Context: an optimization exercise on an open-source flow, tuned for small area, a short achievable clock period and few clock cycles per item. The choices shown serve that exercise and are no tape-out recipe.
In this exercise RTL edits were held to simulation tests only and were not proved equivalent to the original.
Power figures rest on the tool's default switching activity, not on a simulated workload.

`flow/design.v`:
```
package exec_pkg;
    localparam int DATA_W = 32;
    localparam int ADDR_W = 5;
    localparam int NREG   = 32;
    localparam logic [2:0] FN_AND = 3'b000;
    localparam logic [2:0] FN_OR  = 3'b001;
    localparam logic [2:0] FN_ADD = 3'b010;
    localparam logic [2:0] FN_SUB = 3'b110;
    localparam logic [2:0] FN_SLT = 3'b111;
    typedef enum logic [1:0] {
        IDLE,
        EXEC,
        WB
    } state_t;
endpackage
import exec_pkg::*;
module exec_regfile
(
    input  logic              clk,
    input  logic              reset,
    input  logic [ADDR_W-1:0] ra,
    input  logic [ADDR_W-1:0] rb,
    output logic [DATA_W-1:0] ra_data,
    output logic [DATA_W-1:0] rb_data,
    input  logic              we,
    input  logic [ADDR_W-1:0] waddr,
    input  logic [DATA_W-1:0] wdata
);
    logic [DATA_W-1:0] mem [1:NREG-1];
    logic [DATA_W-1:0] wd;
    assign wd = reset ? '0 : wdata;
    for (genvar i = 1; i < NREG; i++) begin : g_row
        always_ff @(posedge clk) begin
            if (reset || (we && waddr == i)) mem[i] <= wd;
        end
    end
    always_comb begin
        ra_data = '0;
        rb_data = '0;
        for (int i = 1; i < NREG; i++) begin
            ra_data = ra_data | (mem[i] & {DATA_W{ra == i}});
            rb_data = rb_data | (mem[i] & {DATA_W{rb == i}});
        end
    end
endmodule
import exec_pkg::*;
module exec_unit
(
    input  logic              clk,
    input  logic              reset,
    input  logic              in_valid,
    output logic              in_ready,
    input  logic [2:0]        in_fn,
    input  logic [ADDR_W-1:0] in_rs,
    input  logic [ADDR_W-1:0] in_rt,
    input  logic [ADDR_W-1:0] in_rd,
    output logic              out_valid,
    output logic [ADDR_W-1:0] out_rd,
    output logic [DATA_W-1:0] out_data,
    output logic              out_zero,
    output logic              out_ovf,
    output logic              out_err,
    output logic [DATA_W-1:0] alu_a,
    output logic [DATA_W-1:0] alu_b,
    output logic [2:0]        alu_op,
    input  logic [DATA_W-1:0] alu_result,
    input  logic              alu_set,
    input  logic              alu_zero,
    input  logic              alu_overflow,
    input  logic              dbg_we,
    input  logic [ADDR_W-1:0] dbg_addr,
    input  logic [DATA_W-1:0] dbg_wdata,
    output logic [DATA_W-1:0] dbg_rdata
);
    logic              accept;
    logic              v_q;       
    logic [ADDR_W-1:0] rs_q;
    logic [ADDR_W-1:0] rt_q;
    logic [ADDR_W-1:0] rd_q;
    logic [2:0]        op_q;
    logic              res_q;     
    logic              slt_q;     
    logic              ovf_q;     
    logic              err_q;     
    logic              legal;
    logic [DATA_W-1:0] wb_data;
    logic [DATA_W-1:0] a_data;
    logic [DATA_W-1:0] b_data;
    logic              rf_we;
    logic [ADDR_W-1:0] rf_waddr;
    logic [DATA_W-1:0] rf_wdata;
    assign in_ready = !dbg_we;
    assign accept   = in_valid && !dbg_we;
    assign legal = (in_fn == FN_AND) || (in_fn == FN_OR) || (in_fn == FN_ADD) ||
                   (in_fn == FN_SUB) || (in_fn == FN_SLT);
    always_ff @(posedge clk) begin
        if (reset) v_q <= 1'b0;
        else       v_q <= accept;
    end
    always_ff @(posedge clk) begin
        if (accept) begin
            rs_q  <= in_rs;
            rt_q  <= in_rt;
            rd_q  <= in_rd;
            op_q  <= (in_fn == FN_SLT) ? FN_SUB : in_fn;
            res_q <= legal && (in_fn != FN_SLT);
            slt_q <= (in_fn == FN_SLT);
            ovf_q <= (in_fn == FN_ADD) || (in_fn == FN_SUB);
            err_q <= !legal;
        end
    end
    exec_regfile u_rf (
        .clk     (clk),
        .reset   (reset),
        .ra      (v_q ? rs_q : dbg_addr),
        .rb      (rt_q),
        .ra_data (a_data),
        .rb_data (b_data),
        .we      (rf_we),
        .waddr   (rf_waddr),
        .wdata   (rf_wdata)
    );
    assign alu_a     = a_data;
    assign alu_b     = b_data;
    assign alu_op    = op_q;
    assign dbg_rdata = a_data;
    assign wb_data = {alu_result[DATA_W-1:1] & {(DATA_W-1){res_q}},
                      (alu_result[0] & res_q) | (alu_set & slt_q)};
    assign rf_we    = v_q ? !err_q : dbg_we;
    assign rf_waddr = v_q ? rd_q : dbg_addr;
    assign rf_wdata = v_q ? wb_data : dbg_wdata;
    assign out_valid = v_q;
    assign out_rd    = rd_q;
    assign out_data  = wb_data;
    assign out_zero  = !err_q && alu_zero;
    assign out_ovf   = ovf_q && alu_overflow;
    assign out_err   = err_q;
endmodule
```
`flow/run.sh`:
```
#!/bin/bash
# synth_recipe.tcl (not shown) runs the flow's synth.tcl, then flattens the netlist and writes it again
# the make line also repeats each setting of config.mk as NAME=value (left out here)
make -C /OpenROAD-flow-scripts/flow DESIGN_CONFIG=/design/flow/config.mk WORK_HOME=/design/flow/orfs CLKGATE_MAP_FILE= SYNTH_SCRIPT=/design/flow/synth_recipe.tcl finish
```
`flow/config.mk`:
```
export PLATFORM = sky130hd
export DESIGN_NAME = exec_unit
export DESIGN_NICKNAME = exec_unit
export VERILOG_FILES = /design/flow/design.v
export SDC_FILE = /design/flow/constraint.sdc
export NUM_CORES = 4
export LEC_CHECK = 0
export CAP_MARGIN = 20
export CORE_MARGIN = 2
export CORE_UTILIZATION = 40
export SLEW_MARGIN = 20
```
`flow/constraint.sdc`:
```
create_clock -name core_clock -period 5.0 [get_ports {clk}]
set_input_delay 1.0000 -clock core_clock [delete_from_list [all_inputs] [get_ports {clk}]]
set_output_delay 1.0000 -clock core_clock [all_outputs]
set_load 0.01 [all_outputs]
```
==> out/metrics.csv, run 1 <==
metric,value,unit
synth_compound_area_frac,0.184,
cp-end-kind,output port,
yosysMostFrequentCell,edfxtp_1,
rsz0062_at_grt,true,
crit_arrival,4050,ps
so.violations,negative setup slack,
dieArea,118000,um^2
fin_crit,5050,ps
clockBufferDepth,3,
worst_path_most_repeated_cell,buf_4,
ys.warnings.count,3,
routed_via_density,7.31,
track_usage,0.376,
h-tree-depth,3,
drv_slew,0,
cts_sinks,1015,
num_io_pins,235,
p_comb_frac,0.136,
ys_seq_elements,1015,
p_switching,5980,uW
max_slew_margin,0.256,
cts.clk_slew.worst_paths,60,ps
die_h,343,um
vias,39966,
cts_tree,yes,
drive_above_1_share,0.179,
tightest_slew,1110,ps
p_int,15800,uW
area_growth,24.7,%
total_power,21800,uW
ys.flop_type,edfxtp_1,
overflow,0,
p_seq_frac,0.482,
grt_pass1_vias,37687,
path_cells,"nand2b_1, buf_4, nor2_4, buf_4, a222oi_1, nand4_1, or3_1, clkdlybuf4s50_1",
status,finished with violations,
synth-xor-area-share,0,
root_buffer,clkbuf_16,
synthSimpleGateAreaFrac,0.0971,
cp_slowest_cell,nor2_4,
synth_common_cells,"edfxtp_1 (1,014), a22oi_1 (591), nand3_1 (240)",
synth.area.top_cells,"edfxtp_1 (66%), a22oi_1 (9.6%), nand3_1 (2.6%)",
nets,3959,
setup_violations,6,
hold_viol,0,
wirelength,227000,um
hold_slack,830,ps
netlist-cell-type-count,78,
synth_seq_area_share,0.661,
min_path_type,input pin to flop,
critPathMaxStageDelay,820,ps
cp.required,4000,ps
fmaxAchievable,198,MHz
power_density,379,nW/um^2
rows,124,
pwr-share-clk,0.382,
antenna_found_initial,3,
hold_buffers,0,
core,114000,um^2
crit_type,flop to output port,
postRouteAntennaNets,0,
synth_area,46100,um^2
setup_tns,-177,ps
die_w,343,um
portBuffers,234,
synthAdderAreaFrac,0,
drtPass1Iterations,10,
wl_per_cell,41.5,um
syn-instance-count,3455,
setup_slack,-51.3,ps
initialDrtViolationCount,8647,
synth_edf_count,1014,
initial_core_util,0.403,
skew,53.8,ps
grt_max_degree,53,
startpoint_type,flop,
grt_pass1_wl,305000,um
crit_fanout,14,
swShare,0.275,
irDropWorstVdd,0.307,mV
post-dp-hpwl,139000,um
clkLatencyLatePin,750,ps
synth_top_area_frac,0.661,
cap_violations,0,
synth_top_family_by_area,compound AO/OA/AOI/OAI gates,
fin_crit_sh,1.01,
gp_congestion,1.01,
drc,0,
cts_buffers,107,
synth.area.mux_share,0.0211,
synth_async_sr_flop_share,0,
p_leak,0.0199,uW
syn_nets,3549,
synth_top_cell_by_area,edfxtp_1,
syn_area_per_cell,13.3,um^2
[per-layer routing]
layer  vias to the layer above  share of wire  wire (um)  track usage
li1                      15074              -          -            -
met1                     19470           0.34      77900        0.485
met2                      4381           0.42      94600        0.546
met3                      1039           0.16      36700        0.123
met4                         2          0.078      17700        0.236
met5                         -       0.000075         17      0.00120
[worst paths after layout]
path	endpoint	startpoint	depth (start not counted)	slack [ps]
setup reg to reg	u_rf.mem[17][8]$_DFFE_PP_	v_q$_SDFF_PP0_	7	1690
setup / recovery	alu_b[25]	rt_q[1]$_DFFE_PP_	8	-50
hold reg to reg	u_rf.mem[17][17]$_DFFE_PP_	rd_q[1]$_DFFE_PP_	2	1230
hold / removal	rt_q[0]$_DFFE_PP_	in_rt[0]	1	830
[cells in the final DEF, fill, tap and decap left out, types with 23 or more instances in the layout]
cell type	count
a22o_1	76
a22oi_1	586
and2_1	39
a222oi_1	45
clkbuf_16	107
clkdlybuf4s50_1	226
edfxtp_1	1014
nor2_4	41
nor2_1	80
clkinv_2	23
nor3_1	43
o21ai_0	41
a21oi_1	109
buf_4	274
nand2_1	199
o22ai_1	72
nand3_1	239
nand4_1	64
mux2i_1	88
a221oi_1	74
nor4_1	27
buf_12	117
[what timing repair did]
action / CTS / global route
endpoints found under the setup margin: 82 / 71
resized for setup: 12 / 13
pin swaps: 8 / 4
setup buffers: 26 / 12
[sequential cells by signal (all words and copies together) (netlist names)]
signal and flops:
res_q 1, op_q 3, u_rf.mem 992, slt_q 1
rs_q 5, rt_q 5, err_q 1, ovf_q 1
rd_q 5, v_q 1
[area by class of cell]
class	instances	area, um^2
clock inverter	81	892
tap	1512	1890
sequential	1015	30500
timing repair buffer	628	6800
inverter	8	30.0
clock buffer	117	2720
fill	9839	56900
antenna	1	2.50
multi-input combinational	2105	14600
[stage by stage]
step,cells,instance area (um^2),util,worst slack [ps]
4_1_cts,5453,57200,0.500,5.95
6_report,5467,57400,0.502,-51.3
2_1_floorplan,3455,46100,-,1160
5_1_grt,5466,57400,0.502,-0.821
3_3_place_gp,5228,53300,0.466,-214
3_5_place_dp,5229,53300,0.466,-204
[power groups by stage]
stage | clock (uW) | combinational (uW) | sequential [uW]
after floorplan | 0 | 1220 | 10500
after global placement | 0 | 2810 | 10600
after detailed placement | 0 | 2820 | 10600
after CTS | 8290 | 2840 | 10400
after global routing | 8620 | 3010 | 10500
final | 8310 | 2970 | 10500
[critical path: cells and delay by family, from the launching register on]
kind	cells	cell delay (ps)
AND/OR/NAND/NOR	4	1450
buffers and inverters	3	1190
AO/OA/AOI/OAI	1	130
flip-flops	1	540
[logic make-up after synthesis]
logic type      after synthesis
simple gates                874
buf+inv                     335
mux                          95
flops                      1015
compound gates             1136
Testbench counts, summed over its fixed seeds: cycles 2,408, items 2,400.
==> inputs of run 2 (changes only) <==
--- a/flow/config.mk
+++ b/flow/config.mk
@@ -9,3 +9,4 @@
 export CORE_MARGIN = 2
 export CORE_UTILIZATION = 40
+export SETUP_SLACK_MARGIN = 1.8
 export SLEW_MARGIN = 20
==> run 2 against run 1 <==
  * Critical endpoint is now alu_a[31]
  * Die area unchanged
  * Critical path type unchanged
  * Now clean on timing, DRC and antenna
  * Design area increased by 11%
  * Power increased by 2.1%
==> out/metrics.csv, run 2 <==
metric,value,unit,change
final_common_cell,edfxtp_1,,
startpoint,rs_q[3]$_DFFE_PP_,,
drive_above_1_share,0.329,,+0.151
reg2reg_depth,7,,unchanged
cts.clk_slew.worst_paths,60,ps,about the same
grt_max_degree,48,,-9.4%
synth_async_sr_flop_share,0,,unchanged
dp_cells,5195,,-0.65%
track_usage,0.397,,+0.0209
routed_via_density,7.45,,+1.9%
tightest_slew,927,ps,-183 ps
r2r-end,u_rf.mem[19][21]$_DFFE_PP_,,
min_path_type,input pin to flop,,
syn_area_per_cell,13.3,um^2,unchanged
dieArea,118000,um^2,unchanged
yosysMostFrequentCell,edfxtp_1,,
postRouteAntennaNets,0,,unchanged
crit_type,flop to output port,,
cp-end-kind,output port,,
crit_arrival,3360,ps,-690 ps
ys.warnings.count,3,,unchanged
cts_buffers,108,,+0.93%
syn-instance-count,3455,,unchanged
synth_common_cells,"edfxtp_1 (1,014), a22oi_1 (591), nand3_1 (240)",,
p_comb_frac,0.158,,+0.022
cap_violations,0,,unchanged
antenna_found_initial,6,,+3
ys_seq_elements,1015,,unchanged
fin_crit,4360,ps,-690 ps
rsz0062_at_grt,true,,
setup_slack,639,ps,+690 ps
drc,0,,unchanged
die_w,343,um,unchanged
fin_crit_sh,0.872,,-0.138
die_h,343,um,unchanged
clkLatencyLatePin,730,ps,-20 ps
grt_pass1_wl,321000,um,+5.2%
irDropWorstVdd,0.294,mV,-4.4%
netlist-cell-type-count,78,,unchanged
r2r_start,v_q$_SDFF_PP0_,,
final_cell_mix,"edfxtp_1 (1,014), a22oi_1 (452), buf_4 (360)",,
crit_path_end,alu_a[31],,
place_ws,-112,ps,+91.8 ps
vias,43221,,+8.1%
synth_top_cell_by_area,edfxtp_1,,
synth_seq_area_share,0.661,,unchanged
drtPass1Iterations,13,,+3
crit_fanout,18,,+4
critPathMaxStageDelay,530,ps,-290 ps
max_slew_margin,0.382,,+0.126
rows,124,,unchanged
synth_edf_count,1014,,unchanged
largest-register,u_rf.mem,,
area_growth,38.1,%,
p_leak,0.0227,uW,+15%
post-dp-hpwl,134000,um,-3.5%
cp_slowest_cell,edfxtp_1,,
synth.area.top_cells,"edfxtp_1 (66%), a22oi_1 (9.6%), nand3_1 (2.6%)",,
skew,41.1,ps,-12.6 ps
p_seq_frac,0.473,,-0.009
num_io_pins,235,,unchanged
overflow,0,,unchanged
startpoint_type,flop,,
initialDrtViolationCount,10658,,+23%
fill_cells,8987,,-8.7%
gp_congestion,0.975,,-3.7%
stdcell_count,5800,,+6.1%
cts_sinks,1015,,unchanged
h-tree-depth,3,,unchanged
p_switching,6130,uW,+2.5%
setup_violations,0,,-6
wl_per_cell,42.6,um,+2.7%
swShare,0.276,,+0.00102
worst_path_most_repeated_cell,buf_4,,
total_power,22200,uW,+2.1%
synth_area,46100,um^2,unchanged
synth_top_area_frac,0.661,,unchanged
power_density,349,nW/um^2,-7.8%
p_int,16100,uW,+2.0%
fmaxAchievable,229,MHz,+16%
clockBufferDepth,3,,unchanged
nets,4286,,+8.3%
hold_buffers,0,,unchanged
root_buffer,clkbuf_16,,
cts_tree,yes,,
core,114000,um^2,unchanged
largest_register_ffs,992,,unchanged
ys.flop_type,edfxtp_1,,
wirelength,247000,um,+8.9%
cp.required,4000,ps,about the same
portBuffers,234,,unchanged
initial_core_util,0.403,,unchanged
drv_slew,0,,unchanged
hold_viol,0,,unchanged
ff2ff_setup_slack,1870,ps,+180 ps
syn_nets,3549,,unchanged
path_cells,"buf_8, nand4b_1, and2_4, buf_12, buf_4, o22ai_1, nor4_1, nand4_1, buf_4, buf_6",,
pwr-share-clk,0.368,,-0.014
grt_pass1_vias,39406,,+4.6%
status,no timing/DRC/antenna violations,,
-- run 2: cell count changes in the layout (fill, tap and decap cells not counted), sizes merged, moves of 2 or more --
cell / before / now
buf: 396 / 789
bufbuf: 0 / 2
clkbuf: 117 / 153
clkdlybuf4s15: 0 / 5
clkdlybuf4s50: 226 / 125
clkinv: 52 / 42
clkinvlp: 11 / 4
diode: 1 / 8
dlymetal6s2s: 3 / 7
or2: 5 / 8
-- run 2: worst min-delay path by stage --
stage / start / endpoint / slack, ps / cells after the start
3_3_place_gp: slt_q$_DFFE_PP_ / u_rf.mem[17][0]$_DFFE_PP_ / 1160 / 4
5_1_grt: reset / v_q$_SDFF_PP0_ / 840 / 2
3_5_place_dp: slt_q$_DFFE_PP_ / u_rf.mem[17][0]$_DFFE_PP_ / 1160 / 4
2_1_floorplan: in_rd[0] / rd_q[0]$_DFFE_PP_ / 1100 / 0
6_report: reset / v_q$_SDFF_PP0_ / 800 / 2
4_1_cts: reset / v_q$_SDFF_PP0_ / 780 / 2
-- run 2: routing by layer --
metal  global-route usage  part of all wire  vias up
li1                     -                 -    15749
met1                0.497              0.32    20525
met2                0.559              0.40     5348
met3                0.150              0.18     1591
met4                0.291             0.099        8
met5              0.00721           0.00051        -
-- run 2: kinds of logic (layout without fill, tap and decap cells) --
family | Yosys count | in the layout | synth area share
simple gates | 874 | 878 | 0.0971
compound gates | 1136 | 1136 | 0.184
other cells | 0 | 8 | 0
flops | 1015 | 1015 | 0.661
mux | 95 | 95 | 0.0211
buf+inv | 335 | 1156 | 0.0360
-- run 2: area by class of cell --
| class | instances | area, um^2 | area share |
|---|---|---|---|
| Clock inverter | 63 | 699 | 0.0110 |
| Sequential cell | 1015 | 30500 | 0.479 |
| Clock buffer | 135 | 2830 | 0.0444 |
| Inverter | 8 | 30.0 | 0.000472 |
| Timing Repair Buffer | 950 | 11100 | 0.175 |
| Multi-Input combinational cell | 2109 | 16500 | 0.260 |
| Antenna cell | 8 | 20.0 | 0.000315 |
| Tap cell | 1512 | 1890 | 0.0297 |
-- run 2: critical path: cells and delay by family (launching register included) --
kind / cells / cell delay (ps)
buffers and inverters: 5 / 1030
AND/OR/NAND/NOR: 4 / 920
flip-flops: 1 / 530
AO/OA/AOI/OAI: 1 / 110
-- run 2: per-stage QoR --
stage	hold slack, ps	TNS, ps	cell area (um^2)	utilization
2_1_floorplan	1100	0	46500	-
3_3_place_gp	1160	-1450	53200	0.465
3_5_place_dp	1160	-950	53200	0.465
4_1_cts	777	0	60700	0.531
5_1_grt	840	0	63600	0.556
6_report	797	0	63600	0.556
-- run 2: timing repair --
action	4_1_cts	5_1_grt
gates resized for setup	655	351
buffers inserted	243	124
endpoints found under the setup margin	570	362
gates cloned	19	11
pin swaps	165	218
-- run 2: power by group through the flow --
stage          registers (uW)  clock network [uW]  logic [uW]
3_3_place_gp            10600                   0        2810
2_1_floorplan           10500                   0        1260
5_1_grt                 10500                8480        3520
4_1_cts                 10500                8120        3090
3_5_place_dp            10600                   0        2830
6_report                10500                8190        3520

[re-timing with driven ports]
How much do the figures lean on ideal ports? The routed layouts below were timed once more, with nothing changed but the port constraints. Step 1 assumes that a clkbuf_16 drives the clock port and a buf_2 every other input. Step 2 also shifts input and output timing later by t, the mid clock arrival at the registers, as if the neighbouring blocks saw the same clock. Slacks: ideal ports / drivers / drivers and shift; pairs: ideal ports / drivers.
| run | t (ns) | slack for setup (ns) | hold WS [ns] | worst setup path after step 2 | pins driven straight from the clock port |
|---|---|---|---|---|---|
| run 1 | 0.799 | -0.051 / -0.128 / 0.073 | 0.830 / 0.793 / 1.232 | input to output | 1 |
| run 2 | 0.790 | 0.639 / 0.560 / 0.675 | 0.797 / 0.740 / 1.155 | input to output | 1 |
